Context: an optimization exercise on an open-source flow, tuned for small area. The choices shown serve that exercise and are no tape-out recipe. Only simulation tests tie the RTL to the original design; equivalence was not proved. Power and IR drop assume default switching activity.

==> run a <==
==> flow/design.v <==
package adc_capture_pkg;
	localparam int NUM_CH = 8;
	localparam int SAMPLE_W = 12;
	localparam int LANE_W = 16;  
	localparam int WORD_W = 128;
	localparam int ADDR_MAX_W = 15;  
endpackage
module adc_capture_top (
	input  logic           adc_clkinp,
	input  logic           reset,
	input  logic [95:0]    frame,        
	input  logic           frame_valid,
	input  logic [5:0]     cfg,          
	input  logic [15:0]    rec_length,
	input  logic           trig,
	input  logic           state_reset,
	output logic           trig_ack,
	output logic           mem_wr_wren,
	output logic [14:0]    mem_wr_addr,
	output logic [127:0]   mem_wr_data,
	output logic           irq
);
	logic samp_sum, packed_mode;
	logic [3:0] divisor;
	assign samp_sum = cfg[5];
	assign packed_mode = cfg[4];
	assign divisor = cfg[3:0];
	logic capturing;
	assign capturing = trig_ack;
	logic [3:0] grp_cnt;
	logic grp_last;
	assign grp_last = (grp_cnt == divisor);
	always_ff @(posedge adc_clkinp)
	begin
		if (reset || !capturing)
			grp_cnt <= '0;
		else if (frame_valid)
			grp_cnt <= grp_last ? 4'd0 : grp_cnt + 4'd1;
	end
	logic z1, dv1, z2, pv2, pv3;
	always_ff @(posedge adc_clkinp)
	begin
		z1 <= capturing && frame_valid && (!samp_sum || (grp_cnt == 4'd0));
		dv1 <= capturing && !reset && frame_valid && grp_last;
		z2 <= z1;
		pv2 <= capturing && !reset && dv1;
		pv3 <= pv2;
	end
	logic [95:0] r1;
	logic [47:0] r2_hi;                
	logic [47:0] acc_lo, acc_lo_d;     
	logic [79:0] acc_hi;               
	logic [7:0] cl;                    
	logic [47:0] lo_sum;
	logic [7:0] lo_cout;
	logic [79:0] hi_sum;
	logic [127:0] dec;
	logic [95:0] pk_dec;
	for (genvar i = 0; i < 8; i++)
	begin : g_lane
		logic [6:0] c;
		logic [10:0] ch;
		logic [5:0] la;
		logic [9:0] ha;
		assign la = z1 ? 6'd0 : acc_lo[6*i +: 6];
		assign ha = z2 ? 10'd0 : acc_hi[10*i +: 10];
		assign c[0] = 1'b0;
		for (genvar j = 0; j < 6; j++)
		begin : g_lo
			logic x, y;
			assign x = la[j];
			assign y = r1[12*i + j];
			assign lo_sum[6*i + j] = x ^ y ^ c[j];
			assign c[j+1] = (x & y) | (x & c[j]) | (y & c[j]);
		end
		assign lo_cout[i] = c[6];
		assign ch[0] = cl[i];
		for (genvar j = 0; j < 10; j++)
		begin : g_hi
			logic x, y;
			assign x = ha[j];
			assign y = (j < 6) ? r2_hi[6*i + j] : 1'b0;
			assign hi_sum[10*i + j] = x ^ y ^ ch[j];
			assign ch[j+1] = (x & y) | (x & ch[j]) | (y & ch[j]);
		end
	end
	always_ff @(posedge adc_clkinp)
	begin
		r1 <= (capturing && frame_valid) ? frame : 96'd0;  
		for (int i = 0; i < 8; i++)
			r2_hi[6*i +: 6] <= r1[12*i + 6 +: 6];
		cl <= lo_cout;
		acc_lo_d <= acc_lo;
		acc_lo <= lo_sum;
		for (int i = 0; i < 8; i++)
		begin
			acc_hi[10*i +: 6] <= hi_sum[10*i +: 6];
			if (packed_mode)
			begin
				if (pv3)
					acc_hi[10*i + 6 +: 4] <= pk_hv[4*i +: 4];
			end
			else
				acc_hi[10*i + 6 +: 4] <= hi_sum[10*i + 6 +: 4];
		end
	end
	always_comb
		for (int i = 0; i < 8; i++)
		begin
			dec[16*i +: 16] = {acc_hi[10*i +: 10], acc_lo_d[6*i +: 6]};
			pk_dec[12*i +: 12] = dec[16*i +: 12];
		end
	logic [95:0] pk_prev;
	logic [63:0] pk_rest, pk_rest_d;
	logic [31:0] pk_hv;    
	for (genvar i = 0; i < 6; i++)
	begin : g_pk
		assign pk_hv[4*i +: 4] = pk_dec[16*i + 12 +: 4];
		assign pk_prev[16*i + 12 +: 4] = acc_hi[10*i + 6 +: 4];
		for (genvar b = 0; b < 12; b++)
		begin : g_b
			if (i < 2 && b < 4)
				assign pk_prev[16*i + b] = acc_hi[10*(6 + i) + 6 + b];
			else
			begin : g_r
				assign pk_prev[16*i + b] = pk_rest[12*i + b - (i == 0 ? 4 : 8)];
				assign pk_rest_d[12*i + b - (i == 0 ? 4 : 8)] = pk_dec[16*i + b];
			end
		end
	end
	assign pk_hv[24 +: 4] = pk_dec[0 +: 4];
	assign pk_hv[28 +: 4] = pk_dec[16 +: 4];
	always_ff @(posedge adc_clkinp)
	begin
		if (pv3)
			pk_rest <= pk_rest_d;
	end
	logic [1:0] ph;
	logic wv;
	always_ff @(posedge adc_clkinp)
	begin
		if (reset || !capturing)
			ph <= 2'd0;
		else if (pv2 && packed_mode)
			ph <= ph + 2'd1;
	end
	assign wv = pv2 && (!packed_mode || ph != 2'd0);
	logic [15:0] wcnt, nacc;
	logic rec_end, wr_acc;
	assign nacc = wcnt + {15'd0, mem_wr_wren};
	assign rec_end = nacc[15] || (nacc == rec_length);
	assign wr_acc = capturing && wv && !rec_end;
	always_ff @(posedge adc_clkinp)
	begin
		if (reset || state_reset)
		begin
			trig_ack <= 1'b0;
			irq <= 1'b0;
			wcnt <= 16'd0;
			mem_wr_wren <= 1'b0;
		end
		else
		begin
			mem_wr_wren <= wr_acc;
			wcnt <= nacc;
			if (!trig_ack && !irq && trig)
				trig_ack <= 1'b1;
			else if (trig_ack && rec_end)
			begin
				trig_ack <= 1'b0;
				irq <= 1'b1;
			end
		end
	end
	assign mem_wr_addr = wcnt[14:0];
	always_comb
	begin
		if (!packed_mode)
			mem_wr_data = dec;
		else
			case (ph)
				2'd2: mem_wr_data = {pk_dec[31:0], pk_prev[95:0]};
				2'd3: mem_wr_data = {pk_dec[63:0], pk_prev[95:32]};
				default: mem_wr_data = {pk_dec[95:0], pk_prev[95:64]};
			endcase
	end
endmodule
==> flow/flow/run.sh <==
#!/bin/bash
# Own layout flow: the standard ORFS flow (standard.sh, standard synthesis
# unchanged) with two changes: port buffers are buf_1 (instead of the cell
# buffer_ports picks by itself), and clock tree synthesis uses clkbuf_8
# buffers over clusters of at most 14 flip-flops, without dummy loads.
# The full output of the make run goes to flow_make.log here; ORFS keeps each
# step's own log under orfs/logs.
set -euo pipefail
bash standard.sh \
  "BUFFER_PORTS_ARGS=-buffer_cell sky130_fd_sc_hd__buf_1" \
  "CTS_ARGS=-sink_clustering_enable -repair_clock_nets -dont_use_dummy_load -sink_clustering_size 14 -sink_clustering_max_diameter 60 -buf_list sky130_fd_sc_hd__clkbuf_8" \
  finish > flow_make.log 2>&1
==> flow/standard.sh <==
#!/bin/bash
# synth_recipe.tcl (not shown) runs the flow's synth.tcl, then flattens the netlist and writes it again
# the make line also repeats each setting of config.mk as NAME=value (left out here)
make -C /OpenROAD-flow-scripts/flow DESIGN_CONFIG=/design/flow/config.mk WORK_HOME=/design/flow/orfs CLKGATE_MAP_FILE= SYNTH_SCRIPT=/design/flow/synth_recipe.tcl "${@:-finish}"
==> flow/config.mk <==
export PLATFORM = sky130hd
export DESIGN_NAME = adc_capture_top
export DESIGN_NICKNAME = adc_capture_top
export VERILOG_FILES = /design/flow/design.v
export SDC_FILE = /design/flow/constraint.sdc
export NUM_CORES = 4
export LEC_CHECK = 0
export CAP_MARGIN = 20
export CORE_MARGIN = 2
export CORE_UTILIZATION = 40
export SLEW_MARGIN = 20
==> flow/constraint.sdc <==
create_clock -name core_clock -period 5.0 [get_ports {adc_clkinp}]
set_input_delay 1.0000 -clock core_clock [delete_from_list [all_inputs] [get_ports {adc_clkinp}]]
set_output_delay 1.0000 -clock core_clock [all_outputs]
set_load 0.01 [all_outputs]
==> inputs of run b, as changes to run a <==
--- a/flow/design.v
+++ b/flow/design.v
@@ -175,13 +175,11 @@
 	assign mem_wr_addr = wcnt[14:0];
-	always_comb
-	begin
-		if (!packed_mode)
-			mem_wr_data = dec;
-		else
-			case (ph)
-				2'd2: mem_wr_data = {pk_dec[31:0], pk_prev[95:0]};
-				2'd3: mem_wr_data = {pk_dec[63:0], pk_prev[95:32]};
-				default: mem_wr_data = {pk_dec[95:0], pk_prev[95:64]};
-			endcase
-	end
+	logic s_raw, s_1, s_2, s_3;
+	assign s_raw = !packed_mode;
+	assign s_1 = packed_mode && ph == 2'd2;
+	assign s_2 = packed_mode && ph == 2'd3;
+	assign s_3 = packed_mode && !ph[1];
+	assign mem_wr_data = ({128{s_raw}} & dec)
+		| ({128{s_1}} & {pk_dec[31:0], pk_prev[95:0]})
+		| ({128{s_2}} & {pk_dec[63:0], pk_prev[95:32]})
+		| ({128{s_3}} & {pk_dec[95:0], pk_prev[95:64]});
 endmodule
--- a/flow/flow/run.sh
+++ b/flow/flow/run.sh
@@ -10,3 +10,3 @@
   "BUFFER_PORTS_ARGS=-buffer_cell sky130_fd_sc_hd__buf_1" \
-  "CTS_ARGS=-sink_clustering_enable -repair_clock_nets -dont_use_dummy_load -sink_clustering_size 14 -sink_clustering_max_diameter 60 -buf_list sky130_fd_sc_hd__clkbuf_8" \
+  "CTS_ARGS=-sink_clustering_enable -repair_clock_nets -dont_use_dummy_load -sink_clustering_size 8 -sink_clustering_max_diameter 40 -buf_list sky130_fd_sc_hd__clkbuf_4" \
   finish > flow_make.log 2>&1
Settings changed: CORE_UTILIZATION 40 to 65.
==> inputs of run c, as changes to run a <==
==> flow/design.v, changed modules only <==
module adc_capture_top (
	input  logic           adc_clkinp,
	input  logic           reset,
	input  logic [95:0]    frame,        
	input  logic           frame_valid,
	input  logic [5:0]     cfg,          
	input  logic [15:0]    rec_length,
	input  logic           trig,
	input  logic           state_reset,
	output logic           trig_ack,
	output logic           mem_wr_wren,
	output logic [14:0]    mem_wr_addr,
	output logic [127:0]   mem_wr_data,
	output logic           irq
);
	logic samp_sum, packed_mode;
	logic [3:0] divisor;
	assign samp_sum = cfg[5];
	assign packed_mode = cfg[4];
	assign divisor = cfg[3:0];
	logic capturing;
	assign capturing = trig_ack;
	logic [3:0] grp_cnt;
	logic grp_last;
	assign grp_last = (grp_cnt == divisor);
	always_ff @(posedge adc_clkinp)
	begin
		if (reset || !capturing)
			grp_cnt <= '0;
		else if (frame_valid)
			grp_cnt <= grp_last ? 4'd0 : grp_cnt + 4'd1;
	end
	logic a1, f1, dv1, a2, f2, pv2, pv3;
	always_ff @(posedge adc_clkinp)
	begin
		a1 <= capturing && frame_valid;
		f1 <= !samp_sum || (grp_cnt == 4'd0);
		dv1 <= capturing && !reset && frame_valid && grp_last;
		a2 <= a1;
		f2 <= f1;
		pv2 <= capturing && !reset && dv1;  
		pv3 <= pv2;
	end
	logic [95:0] r1, r2;
	logic [127:0] acc;
	logic [95:0] pk_prev;
	always_ff @(posedge adc_clkinp)
	begin
		r1 <= frame;
		r2 <= r1;
	end
	always_ff @(posedge adc_clkinp)
	begin
		if (a2)
			for (int i = 0; i < 8; i++)
				acc[16*i +: 16] <= (f2 ? 16'd0 : acc[16*i +: 16]) + {4'd0, r2[12*i +: 12]};
	end
	logic [95:0] pk_acc;
	always_comb
		for (int i = 0; i < 8; i++)
			pk_acc[12*i +: 12] = acc[16*i +: 12];
	always_ff @(posedge adc_clkinp)
	begin
		if (pv3)
			pk_prev <= pk_acc;
	end
	logic [1:0] ph;
	logic wv;
	always_ff @(posedge adc_clkinp)
	begin
		if (reset || !capturing)
			ph <= 2'd0;
		else if (pv2 && packed_mode)
			ph <= ph + 2'd1;
	end
	assign wv = pv2 && (!packed_mode || ph != 2'd0);
	logic [15:0] wcnt;      
	logic [15:0] wcnt_inc;  
	logic rec_end, wr_acc;
	assign wcnt_inc = wcnt + 16'd1;
	assign rec_end = wcnt_inc[15] || (wcnt_inc >= rec_length);
	assign wr_acc = capturing && wv && !rec_end;
	always_ff @(posedge adc_clkinp)
	begin
		if (reset || state_reset)
		begin
			trig_ack <= 1'b0;
			irq <= 1'b0;
			wcnt <= 16'hffff;
			mem_wr_wren <= 1'b0;
		end
		else
		begin
			mem_wr_wren <= wr_acc;
			if (!trig_ack && !irq && trig)
				trig_ack <= 1'b1;
			else if (trig_ack && rec_end)
			begin
				trig_ack <= 1'b0;
				irq <= 1'b1;
			end
			if (wr_acc)
				wcnt <= wcnt_inc;
		end
	end
	assign mem_wr_addr = wcnt[14:0];
	always_comb
	begin
		if (!packed_mode)
			mem_wr_data = acc;
		else
			case (ph)
				2'd2: mem_wr_data = {pk_acc[31:0], pk_prev[95:0]};
				2'd3: mem_wr_data = {pk_acc[63:0], pk_prev[95:32]};
				default: mem_wr_data = {pk_acc[95:0], pk_prev[95:64]};
			endcase
	end
endmodule
==> flow/run.sh (new file) <==
#!/bin/bash
# synth_recipe.tcl (not shown) runs the flow's synth.tcl, then flattens the netlist and writes it again
# the make line also repeats each setting of config.mk as NAME=value (left out here)
make -C /OpenROAD-flow-scripts/flow DESIGN_CONFIG=/design/flow/config.mk WORK_HOME=/design/flow/orfs CLKGATE_MAP_FILE= SYNTH_SCRIPT=/design/flow/synth_recipe.tcl finish
removed: flow/flow/run.sh
removed: flow/standard.sh
==> notes.md <==
Total power is about the same in run b and run a.
The lowest clock-buffer cell count belongs to run a, the highest to run c.
The lowest clock power belongs to run b, the highest to run c.
The lowest die area belongs to run b, the highest to run c.
Final area: run b < run a < run c.
Against run a, the non-clock buffer count of run b is higher by 4.
Global-route usage: run a < run c < run b.
==> figures <==
# placed instances: run a 2400; run c 2915; run b 2054
Global placer's final weighted congestion: run a 0.920; run c 0.948; run b 0.943
Detail-routed via count per cell: run a 5.40; run c 5.68; run b 6.13
Cell taking the most area after synthesis: run a sky130_fd_sc_hd__dfxtp_1; run c sky130_fd_sc_hd__edfxtp_1; run b sky130_fd_sc_hd__dfxtp_1
Critical path's most frequent cell: run a sky130_fd_sc_hd__fa_1; run c -; run b sky130_fd_sc_hd__fa_1
Type of element capturing the critical path: run a flop; run c primary output; run b flop
Reg2reg start: run a z2; run c wcnt[6]; run b z2
Run status: run a complete, no violations; run c complete, no violations; run b complete, no violations
Clk sink count: run a 422; run c 448; run b 422
Final core area utilization: run a 0.450; run c 0.501; run b 0.719
Total Power Consumption: run a 0.00902 W; run c 0.00845 W; run b 0.00903 W
Post-synth top area share: run a 0.361; run c 0.314; run b 0.370
GR met1 Demand/Resource: run a 0.315; run c 0.321; run b 0.485
Final Worst Setup Slack: run a 0.212 ns; run c 0.348 ns; run b 0.365 ns
Clock latency of the later-clocked register in the worst-skew pair: run a 0.61 ns; run c 0.62 ns; run b 0.71 ns
Fmax achieved: run a 209 MHz; run c 215 MHz; run b 216 MHz

-- separate check: timing with driven ports --
Ports are ideal in the flow. The routed layouts listed here were re-timed in OpenROAD. Step 1 sets driving cells, clkbuf_16 on the clock port and buf_2 on the other inputs (assumed; they add their load-dependent delay and slew). Step 2 times the ports against the registers' clock, not the clock port: input delays grow and output delays shrink by t, the midpoint of the rising clock arrivals with the driver on. Slacks: ideal / step 1 / step 2; pairs: ideal / step 1.
| run | t (ns) | setup WS [ns] | worst hold slack (ns) | worst data-port slew with drivers (ns) |
|---|---|---|---|---|
| run a | 0.643 | 0.212 / 0.212 / 0.212 | 0.308 / 0.308 / 0.308 | 0.07 |
| run b | 0.712 | 0.365 / 0.365 / 0.365 | 0.289 / 0.289 / 0.289 | 0.06 |
| run c | 0.665 | 0.348 / 0.285 / 0.903 | 0.316 / 0.316 / 0.316 | 0.07 |
After both steps every run listed still meets setup and hold.
